Background: an optimization exercise with open tools, aiming at small area, a short achievable clock period and few clock cycles. Do not read the settings as production practice. Function was checked by simulation only, so behaviour that the tests miss may differ from the original.

Setup of v6:
// schwarzschild_orbit_stepper
module schwarzschild_orbit_stepper #(
  parameter int MAX_HALVINGS = 49
) (
  input  logic               clk_i,
  input  logic               rst_ni,
  input  logic               psel,
  input  logic               penable,
  input  logic               pwrite,
  input  logic [2:0]         paddr,
  input  logic [31:0]        pwdata,
  output logic [31:0]        prdata,
  output logic               pready,
  input  logic               in_valid_i,
  output logic               in_ready_o,
  input  logic               req_type_i,
  input  logic signed [31:0] start_angle_i,
  input  logic [31:0]        start_radius_i,
  input  logic signed [31:0] radius_rate_i,
  input  logic signed [31:0] angle_step_i,
  output logic               out_valid_o,
  input  logic               out_ready_i,
  output logic [31:0]        radius_o,
  output logic signed [31:0] angle_o,
  output logic               ended_o,
  output logic [1:0]         end_cause_o
);
  logic [31:0] mass_q;
  logic        m_wr;
  assign pready = 1'b1;
  assign prdata = (paddr[2] == 1'b0) ? mass_q : 32'd0;
  assign m_wr   = psel && penable && pwrite && paddr[2] == 1'b0;
  always_ff @(posedge clk_i or negedge rst_ni) begin
    if (!rst_ni) begin
      mass_q <= sos_pkg::MASS_RESET;
    end else if (m_wr) begin
      mass_q <= pwdata;
    end
  end
  logic rdy_q, take_start, take_step;
  logic sp_pend, sp_done, sp_rel, sp_thr_we;
  logic        q_full;
  logic [31:0] sp_a0, sp_r0, sp_mr, sp_dm;
  logic        sp_rpn, sp_hn, sp_opp;
  logic [30:0] sp_u0, sp_m;
  logic [56:0] sp_thr, thr_wd;
  assign in_ready_o = rdy_q;
  assign take_start = in_valid_i && rdy_q && !req_type_i;
  assign take_step  = in_valid_i && rdy_q && req_type_i;
  always_ff @(posedge clk_i or negedge rst_ni) begin
    if (!rst_ni) rdy_q <= 1'b0;
  ...
Size in the first run: ~14000 cells after synthesis, about 780 flip-flops, roughly 100000 µm² of cells after synthesis.
clock: 13.0 ns
lec_check: 0
abc_area: 1
cap_margin: 30
core_margin: 2
core_utilization: 45
place_density: 0.65
setup_slack_margin: 3.5
slew_margin: 30
run.sh (not shown) runs the stock make flow with config.mk's settings and CLKGATE_MAP_FILE= SYNTH_SCRIPT=/design/flow/synth_recipe.tcl, a recipe that flattens the netlist after the stock synthesis.
v6 | status: complete | timing, DRC, antenna: pass
Testbench counts of v6, summed over its fixed seeds: cycles 22,639.
## Diff of input files: v7 against v6
# v6
export LEC_CHECK = 0
export ABC_AREA = 1
export CAP_MARGIN = 30
export CORE_MARGIN = 2
export CORE_UTILIZATION = 45
export PLACE_DENSITY = 0.65
export SETUP_SLACK_MARGIN = 3.5
export SLEW_MARGIN = 30
create_clock -name core_clock -period 13.0 [get_ports {clk_i}]
# v7
export LEC_CHECK = 0
export ABC_AREA = 1
export CAP_MARGIN = 30
export CORE_MARGIN = 2
export CORE_UTILIZATION = 40
export PLACE_DENSITY = 0.6
export SETUP_SLACK_MARGIN = 2.75
export SLEW_MARGIN = 30
create_clock -name core_clock -period 13.0 [get_ports {clk_i}]
==> comparison <==
Run comparison: v6 launch point of the critical path u_back.x_q[20]$_DFFE_PP_; v7 launch point of the critical path u_back.x_q[16]$_DFFE_PP_
From v6 to v7 the numbers moved as follows: final area went down 6.7%; met3 wire length went down 15%.
Effective utilization at floorplan was lower in the run labelled v7.
Compared to v6, the router laid down less metal wire for v7.

========
the baseline:
schwarzschild_orbit_stepper again, from the RTL that the note above started with.
clock: 13.0 ns
lec_check: 0
abc_area: 1
cap_margin: 30
core_margin: 2
core_utilization: 45
place_density: 0.65
setup_slack_margin: 2.5
slew_margin: 30
In summary, the baseline completed successfully, with a layout that passed the timing, DRC and antenna checks.
Testbench counts of the baseline, summed over its fixed seeds: cycles 22,639.
## Diff of input files: the candidate against the baseline
Settings: SETUP_SLACK_MARGIN: 2.5 -> 3; CORE_UTILIZATION: 45 -> 40; PLACE_DENSITY: 0.65 -> 0.6.
## What came out
- In the candidate the worst setup slack after placement turned out 0.15 ns higher than in the baseline.
- Status: number of nets produced by synthesis parity (the baseline, the candidate)
- Compared with the baseline, the candidate shows cell count that has gone up by a few percent.
- The candidate reports a higher filler cell count in the final layout than the baseline does.
- Going from the baseline to the candidate, HPWL after detailed placement rose about 3%, relative max-transition margin fell 1.7 points.
- Taking the baseline as the reference point, the fraction of standard cell area in multi-input logic of the candidate falls by 0.71 points.

-- port drivers added, routing unchanged --
Ports are ideal in the flow. The routed layouts listed here were re-timed in OpenROAD. Step 1 assumes that a clkbuf_16 drives the clock port and a buf_2 every other input. Step 2 also shifts input and output timing later by t, the mid clock arrival at the registers, as if the neighbouring blocks saw the same clock. Slacks: no drivers / after step 1 / after step 2; pairs: no drivers / after step 1.
run	t (ns)	slack for setup (ns)	worst setup path at the end	worst slew at a driven data input, ns	pins driven straight from the clock port
v6	0.835	3.108 / 3.108 / 3.108	register to register	0.12	1
v7	0.879	2.783 / 2.783 / 2.783	register to register	0.10	1
the baseline	0.891	2.622 / 2.622 / 2.622	register to register	0.10	1
the candidate	0.893	2.955 / 2.955 / 2.955	register to register	0.09	1
After both steps every run listed still meets setup and hold.
